Background: an optimization exercise with open tools, aiming at small area, a short achievable clock period and few clock cycles per item. Do not read the settings as production practice.
Where RTL was checked, it was by simulation tests only, not by an equivalence proof against the original.
Power is estimated from default activity; no workload was simulated.

Setup of run 1:
==> flow/design.v (excerpt) <==
module branch_detect_top (
  input  logic                 w_BranchFifoFire_1,
  input  logic                 rstn,
  input  logic                 i_pkt_valid,
  input  logic [511:0]         i_pkt_inst,
  input  logic [31:0]          i_pkt_pc,
  output logic                 o_pkt_ready,
  output logic                 o_grf_req,
  output logic [4:0]           o_grf_rs1,
  output logic [4:0]           o_grf_rs2,
  input  logic                 i_grf_valid,
  input  logic [31:0]          i_grf_l,
  input  logic [31:0]          i_grf_r,
  output logic                 o_byp_req,
  output logic [3:0]           o_byp_dep_l,
  output logic [3:0]           o_byp_dep_r,
  input  logic                 i_byp_valid,
  input  logic [31:0]          i_byp_l,
  input  logic [31:0]          i_byp_r,
  output logic                 o_issue_valid,
  output logic [511:0]         o_issue_inst,
  output logic [15:0]          o_issue_mask,
  output logic                 o_redirect_valid,
  output logic [31:0]          o_redirect_pc,
  input  logic                 i_issue_ready
);
clock: 5.5 ns
lec_check: 0
cap_margin: 20
core_area: 10 10 450 450
die_area: 0 0 460 460
setup_slack_margin: 2.5
slew_margin: 20
standard.sh (not shown) runs the stock make flow with config.mk's settings and CLKGATE_MAP_FILE= SYNTH_SCRIPT=/design/flow/synth_recipe.tcl, a recipe that flattens the netlist after the stock synthesis.
==> flow/flow/run.sh <==
#!/bin/bash
set -euo pipefail
cd "$(dirname "${BASH_SOURCE[0]}")/.."
export BUFFER_PORTS_ARGS="-buffer_cell sky130_fd_sc_hd__buf_1"
export CTS_ARGS="-sink_clustering_enable -repair_clock_nets -dont_use_dummy_load -buf_list sky130_fd_sc_hd__clkbuf_8"
bash standard.sh > standard_flow.log 2>&1
Run 1 | stages: all done | timing, DRC, antenna: all pass
Testbench counts of run 1, summed over its fixed seeds: cycles 24,708, packets 2,400.
[inputs] run 2 vs run 1
- SETUP_SLACK_MARGIN: 2.5 -> 1.5
gp_q as the beginning of the critical path was reported by run 1, and bp_q by run 2. Comparing run 1 and run 2, the lower minimum period implied by the final worst setup slack is on run 1. Changes observed in run 2 relative to run 1: total number of multi-input combinational cells did not really move, synthesized area divided by synthesized cell count held steady, total power down 24%, final worst-path setup slack shows a reduction of 410 ps, total number of vias went down by about 6%. Compare run 1 and run 2 | clock buffer instance count of the final layout lower: run 2. Relative to run 1, run 2 degrades estimated wirelength of the detail-placed design. Going from run 1 to run 2, buffering stage count on the worst path with inverters included shrinks by 2.
Changes in run 3 relative to run 2:
- swapping 1.5 for 2.0 in SETUP_SLACK_MARGIN
Results
Per the final summary, run 3 finished and its layout is clean on timing, DRC and antenna.
Relative to run 2, run 3 degrades hold slack.
Run 3 vs run 2 on number of clock buffers in the layout: run 3 is the lower one.
[run 3] data arrival time of the worst path fell 330 ps relative to run 2
Run 2 -> run 3: number of core rows delta 0, exact match
Sum of met3 wire segment lengths after detailed routing for run 3 is higher than for run 2.
Run 2 has lower area growth from synthesis to final layout than run 3.
Relative to run 2, run 3 degrades cell area.
Delta (run 3 minus run 2): combinational gate power went up, area of the mapped netlist did not really move, via count went up.

Setup of red:
Another version of the RTL of branch_detect_top (not shown whole).
Size: roughly 680 flip-flops, about 1300 I/O pins.
Settings: LEC_CHECK=0, CAP_MARGIN=20, CORE_AREA=10 10 450 450, DIE_AREA=0 0 460 460, SETUP_SLACK_MARGIN=2.5, SLEW_MARGIN=20; clock period 5.5 ns.
==> flow/flow/run.sh <==
#!/bin/bash
set -euo pipefail
cd "$(dirname "${BASH_SOURCE[0]}")/.."
export BUFFER_PORTS_ARGS="-buffer_cell sky130_fd_sc_hd__buf_1"
bash standard.sh > standard_flow.log 2>&1
red: full flow OK, the timing, design-rule and antenna checks passed
Input changes introduced in blue (baseline for comparison: red):
Settings: removing SETUP_SLACK_MARGIN (formerly 2.5).
==> flow/run.sh (new file) <==
#!/bin/bash
# synth_recipe.tcl (not shown) runs the flow's synth.tcl, then flattens the netlist and writes it again
# the make line also repeats each setting of config.mk as NAME=value (left out here)
make -C /OpenROAD-flow-scripts/flow DESIGN_CONFIG=/design/flow/config.mk WORK_HOME=/design/flow/orfs CLKGATE_MAP_FILE= SYNTH_SCRIPT=/design/flow/synth_recipe.tcl finish
removed: flow/flow/run.sh
removed: flow/standard.sh
--- outcome ---
blue completed; timing, DRC and antenna clean. blue vs. red: combinational group share of total power now sits lower; total power went down about 3.5%; detailed-router iteration count before antenna repair has increased; number of nets in the layout decreased 4.1%.
[inputs] green vs blue
Settings: SETUP_SLACK_MARGIN now 1.5, previously not set.
==> flow/flow/run.sh (new file) <==
#!/bin/bash
set -euo pipefail
cd "$(dirname "${BASH_SOURCE[0]}")/.."
export BUFFER_PORTS_ARGS="-buffer_cell sky130_fd_sc_hd__buf_1"
bash standard.sh > standard_flow.log 2>&1
==> flow/standard.sh (new file) <==
#!/bin/bash
# synth_recipe.tcl (not shown) runs the flow's synth.tcl, then flattens the netlist and writes it again
# the make line also repeats each setting of config.mk as NAME=value (left out here)
make -C /OpenROAD-flow-scripts/flow DESIGN_CONFIG=/design/flow/config.mk WORK_HOME=/design/flow/orfs CLKGATE_MAP_FILE= SYNTH_SCRIPT=/design/flow/synth_recipe.tcl "${@:-finish}"
removed: flow/run.sh
Results
On placed cell count, green tracks blue almost exactly. Core util | green vs blue | green lower. Cmp green and blue / fraction of power consumed by sequential logic / lower: blue. Compared green vs blue, and final critical-path required period is down in green. When green is measured against blue, its sequential share of layout area turns out 6.3 points higher. As of green, fmax had risen by more than a quarter compared to blue. Between green and blue, the antenna diode count is higher for green. Summary: final area, green better than blue. In summary, green completed successfully, with a layout that passed the timing, design-rule and antenna checks. Re number of enable flip-flop cells after synthesis: no difference whatsoever between blue and green. Routed wire in green totals more than in blue. Fraction of area in non-clock buffers in green is 12 points below blue.
Here is what was changed in the inputs of orange compared with green.
Settings: SETUP_SLACK_MARGIN no longer set, was 1.5.
## What came out
- In the tables for orange and green, critical path depth reads lower with orange.
- Met1 demand-to-capacity share in global routing: higher on green
- In the tables for orange and green, transition time of the tightest slew-check pin reads higher with orange.
- For orange, the slowest cell on the critical path was a221oi_1, unlike green, where it was edfxtp_1.
- Cell area | orange vs green | orange smaller
- green -> orange: met1 routed wirelength after detailed routing decreased slightly
No run of this note included a check of the RTL's function; only the layout flow was run.

[what the ideal ports hide]
The results above use ideal ports. As a check the final layouts listed here were re-extracted and re-timed, cells and wires unchanged. Step 1 (the two cells are an assumption about what drives the block):
set clk [get_ports {w_BranchFifoFire_1}]
set_driving_cell -lib_cell sky130_fd_sc_hd__clkbuf_16 $clk
set_driving_cell -lib_cell sky130_fd_sc_hd__buf_2 [delete_from_list [all_inputs] $clk]
Step 2 adds t to the input delays and takes it off the output delays; t is the mean of the earliest and latest rising clock arrival at the registers after step 1. Input paths then give back, and output paths get back, about the clock's delay inside the block. Slacks: ideal / step 1 / step 2; pairs: ideal / step 1.
| run | t (ns) | setup WS [ns] | slew at the worst register clock pin (ns) |
|---|---|---|---|
| run 1 | 0.928 | 1.954 / 1.954 / 1.356 | 0.07 / 0.07 |
| run 2 | 0.889 | 1.540 / 1.540 / 1.030 | 0.07 / 0.07 |
| run 3 | 0.911 | 1.922 / 1.922 / 1.197 | 0.07 / 0.07 |
| red | 0.803 | 1.378 / 1.297 / 1.596 | 0.07 / 0.07 |
| blue | 0.787 | 0.149 / 0.069 / 0.768 | 0.07 / 0.07 |
| green | 0.778 | 1.365 / 1.286 / 1.383 | 0.07 / 0.07 |
| orange | 0.804 | 0.809 / 0.718 / 0.931 | 0.07 / 0.07 |
After both steps setup and hold are still met in every run listed. The setup slack of run 3, which loses most, moves by 0.000 ns with the drivers and by -0.725 ns with both steps.
